What follows belongs to an exercise in optimizing a design on an open flow for small area; a production flow would make more cautious choices. The RTL was checked by simulation tests, not by an equivalence proof against the original design. No activity file was given, so power comes from the tool's default toggle rates.

==> build 64: inputs <==
==> flow/design.v <==
`timescale 1ns / 1ps
package lbed_pkg;
	localparam int STRIDE     = 16;
	localparam int MAX_GROUPS = 4096;
	localparam int SAMPLE_W  = 16;
	localparam int TIME_W    = 48;
	localparam int LEVEL_W   = 20;
	localparam int IVL_W     = 16;
	localparam int CFG_W     = 20;
	localparam int CFG_IDX_W = 1;
	localparam int ACC_L   = 52;                
	localparam int CNT_L   = 12;                
	localparam int RING_L  = ACC_L + CNT_L + TIME_W + LEVEL_W;
	localparam int B_W     = 21;                
	localparam logic [CFG_IDX_W-1:0] REG_RISE_THRESHOLD = 1'b0;
	localparam logic [CFG_IDX_W-1:0] REG_MIN_INTERVAL   = 1'b1;
endpackage
`timescale 1ns / 1ps
module lbed_divsqrt
(
	input  logic clk,
	input  logic init,      
	input  logic en,        
	input  logic a,
	input  logic b,
	input  logic t,
	output logic borrow_q,
	output logic gt_q,
	output logic gt_d
);
	logic d;
	assign d    = a ^ b ^ borrow_q;
	assign gt_d = (en && (d != t)) ? d : gt_q;
	always_ff @(posedge clk) begin
		if (init) begin
			borrow_q <= 1'b0;
			gt_q     <= 1'b0;
		end else if (en) begin
			borrow_q <= (~a & b) | (~(a ^ b) & borrow_q);
			gt_q     <= gt_d;
		end
	end
endmodule
`timescale 1ns / 1ps
import lbed_pkg::*;
module low_band_energy_beat_detector_core
(
	input  logic                 clk,
	input  logic                 arst_n,
	input  logic                 cfg_we,
	input  logic [lbed_pkg::CFG_IDX_W-1:0] cfg_index,
	input  logic [lbed_pkg::CFG_W-1:0]     cfg_wdata,
	input  logic                 s_tvalid,
	output logic                 s_tready,
	input  logic [63:0]          s_tdata,    
	input  logic                 s_tlast,    
	output logic                 m_tvalid,
	input  logic                 m_tready,
	output logic [23:0]          m_tdata,    
	output logic                 m_tuser     
);
	localparam logic [3:0]
		ST_INIT  = 4'd0,
		ST_IDLE  = 4'd1,
		ST_SADDW = 4'd2,
		ST_SADD  = 4'd3,
		ST_SQW   = 4'd4,
		ST_SQ    = 4'd5,
		ST_ACC   = 4'd6,
		ST_ROOTW = 4'd7,
		ST_ROOTI = 4'd8,
		ST_ROOT  = 4'd9,
		ST_DECW  = 4'd10,
		ST_DEC   = 4'd11,
		ST_LOAD  = 4'd12;
	localparam logic [7:0] P_LAST = 8'(RING_L - 1);                  
	localparam logic [7:0] P_ACCL = 8'(ACC_L - 1);                   
	localparam logic [7:0] P_CNT0 = 8'(ACC_L);                       
	localparam logic [7:0] P_CNTL = 8'(ACC_L + CNT_L - 1);           
	localparam logic [7:0] P_TIM0 = 8'(ACC_L + CNT_L);               
	localparam logic [7:0] P_TIML = 8'(ACC_L + CNT_L + TIME_W - 1);  
	localparam logic [7:0] P_PRV0 = 8'(ACC_L + CNT_L + TIME_W);      
	logic [3:0]  state_q, state_d;
	logic [7:0]  p_q;
	logic [LEVEL_W-1:0] thr_q;
	logic [IVL_W-1:0]   ivl_q;
	logic               thr_set_q, ivl_set_q;
	logic [RING_L-1:0]  ring_q;
	logic [B_W-1:0]     b_q;
	logic [3:0]         fill_q;
	logic               sat_q, any_q, have_prev_q;
	logic [4:0]         s_q;        
	logic [3:0]         i_q;        
	logic               c_q, c2_q, m_q, mn_q, sgn_q, tgt_q;
	logic               seen_q, just_q;
	logic               m_tvalid_q, beat_out_q, valid_out_q;
	logic [4:0] w;
	logic       p_last, in_acc, win2, in_tim, in_prv;
	assign w      = p_q[4:0];
	assign p_last = (p_q == P_LAST);
	assign in_acc = (p_q <= P_ACCL);
	assign win2   = (p_q[7:5] == 3'd2) && (w <= 5'd20);    
	assign in_tim = (p_q >= P_TIM0) && (p_q <= P_TIML);
	assign in_prv = (p_q >= P_PRV0);
	logic r0, tap;
	assign r0  = ring_q[0];
	assign tap = b_q[0];
	logic       q_pos, q_le20;
	assign q_pos  = (p_q[5:0] >= {1'b0, s_q});
	assign q_le20 = q_pos && (p_q[5:0] <= {1'b0, s_q} + 6'd20);
	logic st_sq, st_root, st_dec, upd;
	assign st_sq   = (state_q == ST_SQ);
	assign st_root = (state_q == ST_ROOT);
	assign st_dec  = (state_q == ST_DEC);
	assign upd     = st_root && (i_q == 4'd4);    
	logic [7:0] p_inc;
	assign p_inc = p_q + 8'd1;
	logic passes_done;
	assign passes_done = st_sq ? (s_q == 5'd20) : ((s_q == 5'd31) && (i_q == 4'd4));
	logic stream, sub, y, sum, cout;
	always_comb begin
		if (q_le20)
			stream = tap;
		else
			stream = st_sq & q_pos & b_q[B_W-1];
		sub = sgn_q;
		y   = (in_acc && (st_sq || st_root)) ? ((m_q & stream) ^ sub) : 1'b0;
	end
	assign sum  = r0 ^ y ^ c_q;
	assign cout = (r0 & y) | (r0 & c_q) | (y & c_q);
	logic [5:0]  t_idx;
	logic [63:0] tdat;
	logic        tbit;
	assign t_idx = p_q[5:0];
	assign tdat  = {16'd0, s_tdata[63:16]};
	assign tbit  = tdat[t_idx];
	logic sbit;
	assign sbit = w[4] ? s_tdata[15] : s_tdata[w[3:0]];
	logic gsum;
	assign gsum = (fill_q != 4'd0) & tap;
	logic r_in;
	always_comb begin
		if (state_q == ST_INIT)
			r_in = 1'b0;
		else if (state_q == ST_LOAD)
			r_in = (p_q < P_TIM0) ? 1'b0 : ((beat_out_q && in_tim) ? tbit : r0);
		else if (st_dec && in_prv && any_q)
			r_in = tap;
		else
			r_in = sum;
	end
	logic urule;
	always_comb begin
		if (just_q)
			urule = sgn_q;
		else if (!seen_q && tap)
			urule = ~sgn_q;
		else if (!seen_q && b_q[1])
			urule = 1'b1;
		else
			urule = tap;
	end
	logic b_en, b_in;
	always_comb begin
		b_en = 1'b0;
		b_in = tap;
		unique case (state_q)
			ST_SADD: begin b_en = 1'b1; b_in = gsum ^ sbit ^ c2_q; end
			ST_SQ:   b_en = in_acc && q_le20;
			ST_ROOTI: begin b_en = win2; b_in = (w == 5'd19); end
			ST_ROOT: begin
				b_en = (in_acc && q_le20) || (upd && win2);
				b_in = (upd && win2) ? urule : tap;
			end
			ST_DEC: begin b_en = (p_q >= P_TIML); b_in = any_q & tap; end
			default: ;
		endcase
	end
	logic [4:0] lidx;
	logic       cmp_init, cmp_en, cmp_a, cmp_t, br, gt, gt_d;
	assign lidx     = {~p_q[4], p_q[3:0]};
	assign cmp_init = st_dec && (p_q == P_CNTL || p_q == P_TIML);
	assign cmp_en   = st_dec && (in_tim || in_prv);
	assign cmp_a    = in_prv ? tap : tbit;
	assign cmp_t    = in_prv ? (thr_q[lidx] & thr_set_q)
	                         : ((t_idx < 6'd16) ? (ivl_q[t_idx[3:0]] & ivl_set_q) : 1'b0);
	lbed_divsqrt u_cmp (
		.clk(clk), .init(cmp_init), .en(cmp_en),
		.a(cmp_a), .b(r0), .t(cmp_t),
		.borrow_q(br), .gt_q(gt), .gt_d(gt_d)
	);
	logic beat;
	assign beat = have_prev_q & any_q & ~br & gt & tgt_q;
	logic [3:0] st_fin;
	assign st_fin = any_q ? ST_ROOTW : ST_DECW;
	always_comb begin
		state_d = state_q;
		unique case (state_q)
			ST_INIT:  if (p_last) state_d = ST_IDLE;
			ST_IDLE: begin
				if (s_tvalid && !m_tvalid_q) begin
					if (sat_q)
						state_d = s_tlast ? st_fin : ST_ACC;
					else
						state_d = ST_SADDW;
				end
			end
			ST_SADDW: if ((w == 5'd31 && p_q[7:5] != 3'd3) || p_last) state_d = ST_SADD;
			ST_SADD: begin
				if (w == 5'd20) begin
					if (fill_q == 4'd15)
						state_d = ST_SQW;
					else
						state_d = s_tlast ? st_fin : ST_ACC;
				end
			end
			ST_SQW:   if (p_last) state_d = ST_SQ;
			ST_SQ:    if (p_last && passes_done) state_d = s_tlast ? st_fin : ST_ACC;
			ST_ACC:   state_d = ST_IDLE;
			ST_ROOTW: if (p_last) state_d = ST_ROOTI;
			ST_ROOTI: if (p_last) state_d = ST_ROOT;
			ST_ROOT:  if (p_last && passes_done) state_d = ST_DECW;
			ST_DECW:  if (p_last) state_d = ST_DEC;
			ST_DEC:   if (p_last) state_d = ST_LOAD;
			ST_LOAD:  if (p_last) state_d = ST_ACC;
			default:  state_d = ST_IDLE;
		endcase
	end
	assign s_tready = (state_q == ST_ACC);
	always_ff @(posedge clk or negedge arst_n) begin
		if (!arst_n) begin
			state_q     <= ST_INIT;
			p_q         <= '0;
			fill_q      <= '0;
			sat_q       <= 1'b0;
			any_q       <= 1'b0;
			have_prev_q <= 1'b0;
			thr_set_q   <= 1'b0;
			ivl_set_q   <= 1'b0;
			m_tvalid_q  <= 1'b0;
		end else begin
			state_q <= state_d;
			p_q     <= p_last ? 8'd0 : p_inc;
			if (cfg_we) begin
				if (cfg_index == REG_RISE_THRESHOLD)
					thr_set_q <= 1'b1;
				else
					ivl_set_q <= 1'b1;
			end
			if (state_q == ST_SADD && w == 5'd20)
				fill_q <= fill_q + 4'd1;
			if (state_q == ST_SQW)
				any_q <= 1'b1;
			if (st_sq && p_q == P_CNTL && cout)
				sat_q <= 1'b1;
			if (state_q == ST_LOAD && p_q == 8'd0)
				have_prev_q <= have_prev_q | any_q;
			if (state_q == ST_ACC && s_tlast) begin
				fill_q     <= '0;
				sat_q      <= 1'b0;
				any_q      <= 1'b0;
				m_tvalid_q <= 1'b1;
			end else if (m_tready) begin
				m_tvalid_q <= 1'b0;
			end
		end
	end
	always_ff @(posedge clk) begin
		if (cfg_we) begin
			if (cfg_index == REG_RISE_THRESHOLD)
				thr_q <= cfg_wdata[LEVEL_W-1:0];
			else
				ivl_q <= cfg_wdata[IVL_W-1:0];
		end
	end
	always_ff @(posedge clk) begin
		ring_q <= {r_in, ring_q[RING_L-1:1]};
		if (b_en)
			b_q <= {b_in, b_q[B_W-1:1]};
		if (p_last) begin
			unique case (state_q)
				ST_ROOTI:       c_q <= 1'b1;
				ST_SQ, ST_ROOT: c_q <= ~passes_done & sgn_q;
				default:        c_q <= 1'b0;
			endcase
		end else if (p_q == P_ACCL) begin
			c_q <= st_sq && (s_q == 5'd0);      
		end else if (p_q == P_CNTL) begin
			c_q <= 1'b0;
		end else begin
			c_q <= cout;
		end
		c2_q <= (state_q == ST_SADD && w != 5'd20) ? ((gsum & sbit) | (gsum & c2_q) | (sbit & c2_q)) : 1'b0;
		unique case (state_q)
			ST_SQW: begin
				s_q   <= 5'd0;
				i_q   <= 4'd4;
				m_q   <= tap;
				sgn_q <= 1'b0;
			end
			ST_SQ: begin
				if (p_q == P_CNT0) begin
					s_q   <= s_q + 5'd1;
					sgn_q <= (s_q == 5'd18);   
				end
				if (p_q == {1'b0, s_q, 1'b1})
					mn_q <= tap;
				if (p_last)
					m_q <= mn_q;
			end
			ST_ROOTW: begin
				s_q   <= 5'd19;
				i_q   <= 4'd4;
				sgn_q <= 1'b1;
			end
			ST_ROOTI, ST_ROOT: begin
				if (st_root && p_q == P_ACCL) begin
					if (i_q == 4'd0) begin
						i_q   <= 4'd4;
						s_q   <= s_q - 5'd13;
						sgn_q <= ~sum;
					end else begin
						i_q <= i_q + 4'd1;
						s_q <= s_q + 5'd1;
					end
				end
				if (p_q[7:4] == 4'b0011 && p_q[3:2] != 2'b00 && p_q[3:0] == i_q)
					m_q <= r0;
				if (i_q == 4'd0 && p_q == P_TIM0)
					m_q <= sat_q;
			end
			default: ;
		endcase
		if (p_q[7:5] != 3'd2) begin
			seen_q <= 1'b0;
			just_q <= 1'b0;
		end else begin
			just_q <= tap & ~seen_q;
			seen_q <= seen_q | tap;
		end
		if (st_dec && p_q == P_TIML)
			tgt_q <= gt_d;
		if (state_q == ST_LOAD && p_q == 8'd0) begin
			beat_out_q  <= beat;
			valid_out_q <= any_q;
		end
	end
	assign m_tvalid = m_tvalid_q;
	assign m_tdata  = {3'b000, b_q[LEVEL_W:1], beat_out_q};
	assign m_tuser  = valid_out_q;
endmodule
==> flow/flow/run.sh <==
#!/bin/bash
set -euo pipefail
export BUFFER_PORTS_ARGS="-buffer_cell sky130_fd_sc_hd__buf_1"
export CTS_ARGS="-sink_clustering_enable -repair_clock_nets -dont_use_dummy_load -buf_list {sky130_fd_sc_hd__clkbuf_4} -sink_clustering_size 10 -sink_clustering_max_diameter 40"
bash standard.sh > standard_make.log 2>&1
==> flow/standard.sh <==
#!/bin/bash
# synth_recipe.tcl (not shown) runs the flow's synth.tcl, then flattens the netlist and writes it again
# the make line also repeats each setting of config.mk as NAME=value (left out here)
make -C /OpenROAD-flow-scripts/flow DESIGN_CONFIG=/design/flow/config.mk WORK_HOME=/design/flow/orfs CLKGATE_MAP_FILE= SYNTH_SCRIPT=/design/flow/synth_recipe.tcl "${@:-finish}"
==> flow/config.mk <==
export PLATFORM = sky130hd
export DESIGN_NAME = low_band_energy_beat_detector_core
export DESIGN_NICKNAME = low_band_energy_beat_detector_core
export VERILOG_FILES = /design/flow/design.v
export SDC_FILE = /design/flow/constraint.sdc
export NUM_CORES = 4
export LEC_CHECK = 0
export CAP_MARGIN = 20
export CORE_MARGIN = 2
export CORE_UTILIZATION = 70
export PLACE_DENSITY = 0.85
export SLEW_MARGIN = 20
==> flow/constraint.sdc <==
create_clock -name core_clock -period 9.0 [get_ports {clk}]
set_input_delay 1.8000 -clock core_clock [delete_from_list [all_inputs] [get_ports {clk}]]
set_output_delay 1.8000 -clock core_clock [all_outputs]
set_load 0.01 [all_outputs]
==> build 84 (differences from build 64) <==
==> flow/flow/run.sh (replaced) <==
#!/bin/bash
# Layout flow: the standard flow, with three changes.
# 1. After the standard synthesis, the combinational gates are re-mapped for area by
#    reopt.tcl (yosys + ABC); every flip-flop keeps its instance, name and cell type.
# 2. Port buffers use the smallest buffer cell.
# 3. CTS uses clkbuf_4 only, small sink clusters and no dummy loads.
set -euo pipefail
export BUFFER_PORTS_ARGS="-buffer_cell sky130_fd_sc_hd__buf_1"
export CTS_ARGS="-sink_clustering_enable -repair_clock_nets -dont_use_dummy_load -buf_list {sky130_fd_sc_hd__clkbuf_16} -sink_clustering_size 30 -sink_clustering_max_diameter 40"
RES="$PWD/orfs/results/${FLOW_PLATFORM}/low_band_energy_beat_detector_core/base"
bash standard.sh "$RES/1_2_yosys.v" > standard_synth.log 2>&1
cp "$RES/1_2_yosys.v" "$RES/1_2_yosys_standard.v"
REOPT_NETLIST="$RES/1_2_yosys.v" REOPT_ABC="$PWD/flow/reopt.abc" \
  yosys -c flow/reopt.tcl > reopt_yosys.log 2>&1
bash standard.sh > standard_layout.log 2>&1
==> flow/flow/reopt.abc (new file) <==
strash
&get -n
&deepsyn -T 40
&put
dch -f
amap
==> flow/flow/reopt.tcl (new file) <==
# Re-map the combinational logic of the standard synthesis netlist for area.
# The flip-flops are kept as they are (same instances, names and cell types); only the
# gates between them are re-synthesized by ABC with an area-oriented script.
yosys -import
set lib  $::env(FLOW_HOME)/platforms/$::env(FLOW_PLATFORM)/lib/sky130_fd_sc_hd__tt_025C_1v80.lib
set net  $::env(REOPT_NETLIST)
set top  $::env(FLOW_TOP)
read_liberty -ignore_miss_func $lib
blackbox sky130_fd_sc_hd__df* sky130_fd_sc_hd__edf* sky130_fd_sc_hd__sdf* sky130_fd_sc_hd__dl*
read_verilog $net
hierarchy -top $top
flatten
# wires inside the flattened gates get names like cell.pin: make them internal
yosys rename -hide w:*.*
opt -purge
abc -liberty $lib -dont_use sky130_fd_sc_hd__probe_p_8 -dont_use sky130_fd_sc_hd__probec_p_8 \
  -dont_use sky130_fd_sc_hd__lpflow_* -dont_use sky130_fd_sc_hd__clkdly* -dont_use sky130_fd_sc_hd__dlygate* \
  -dont_use sky130_fd_sc_hd__dlymetal* -script $::env(REOPT_ABC)
opt_clean -purge
hierarchy -top $top
read_liberty -lib -overwrite $lib
hilomap -hicell sky130_fd_sc_hd__conb_1 HI -locell sky130_fd_sc_hd__conb_1 LO
insbuf -buf sky130_fd_sc_hd__buf_1 A X
opt_clean -purge
check -assert -mapped
stat -liberty $lib
write_verilog -noattr -nohex -nodec $net
==> results list <==
- Run status: timing/DRC/antenna clean
- The worst register-to-register path ends at state_q[3].
- Placed cells: 904
* Std cell rows: 38
- Final core area utilization: 82.53%
- Instance count on the critical path: 16
- Clock network fraction of design power: 41.5%
* Routed wire length on met3: 2370 um
* Power density of the placed cells: 218.5 nW/um^2
* Hold Path Sink: ring_q[14]
* Fraction of area in registers: 62.02%
- Detailed routing placed a total of 10,610 um of wire on met2.
* Routed met1 length: 7657 um
* Static power due to leakage: 3.123 nW
- In the global route stage, met3 resource usage came out at 8.077%.
-- figures above: build 84

==> results list <==
- The run finished with no timing, DRC or antenna violations.
- Worst r2r dst: ring_q[131]
* Cell type group with the largest total delay on the critical path: adder cells
* GR met3 Demand/Resource: 5.420%
* Final core area utilization: 77.11%
- Of the total power, the clock network draws 19.3%.
* Setup total negative slack: 0 ns
- Sequential cells make up 59.62% of the cell area.
* Met2 wirelength from detailed routing: 8383 um
- Detailed routing placed a total of 1117 um of wire on met3.
- Instance count on the critical path: 14
- Buffers inserted during clock tree synthesis total 29.
- In the final routing, the length of wire on met1 measures 6813 um.
- The worst hold path terminates at ring_q[123].
-- figures above: build 64

==> what the ideal ports hide <==
No port has a modelled driver above. Below, the same layouts with a new extraction and two added sets of constraints.
Step 1 (the two cells are an assumption about what drives the block):
set clk [get_ports {clk}]
set_driving_cell -lib_cell sky130_fd_sc_hd__clkbuf_16 $clk
set_driving_cell -lib_cell sky130_fd_sc_hd__buf_2 [delete_from_list [all_inputs] $clk]
Step 2 moves the port delays by t, midway between the first and last clock arrival at a register: inputs arrive t later, outputs are due t later. That takes back most of the time a late clock gives input paths.
a / b / c = ideal ports / drivers / drivers and shift; a / b = the first two.
run | shift t [ns] | setup WS [ns] | worst hold slack (ns)
build 64 | 0.612 | 4.929 / 4.929 / 4.729 | 0.312 / 0.312 / 0.312
build 84 | 0.532 | 4.394 / 4.394 / 4.394 | 0.305 / 0.305 / 0.305
After both steps every run listed still meets setup and hold. The setup slack of build 64, which loses most, moves by 0.000 ns with the drivers and by -0.200 ns with both steps.
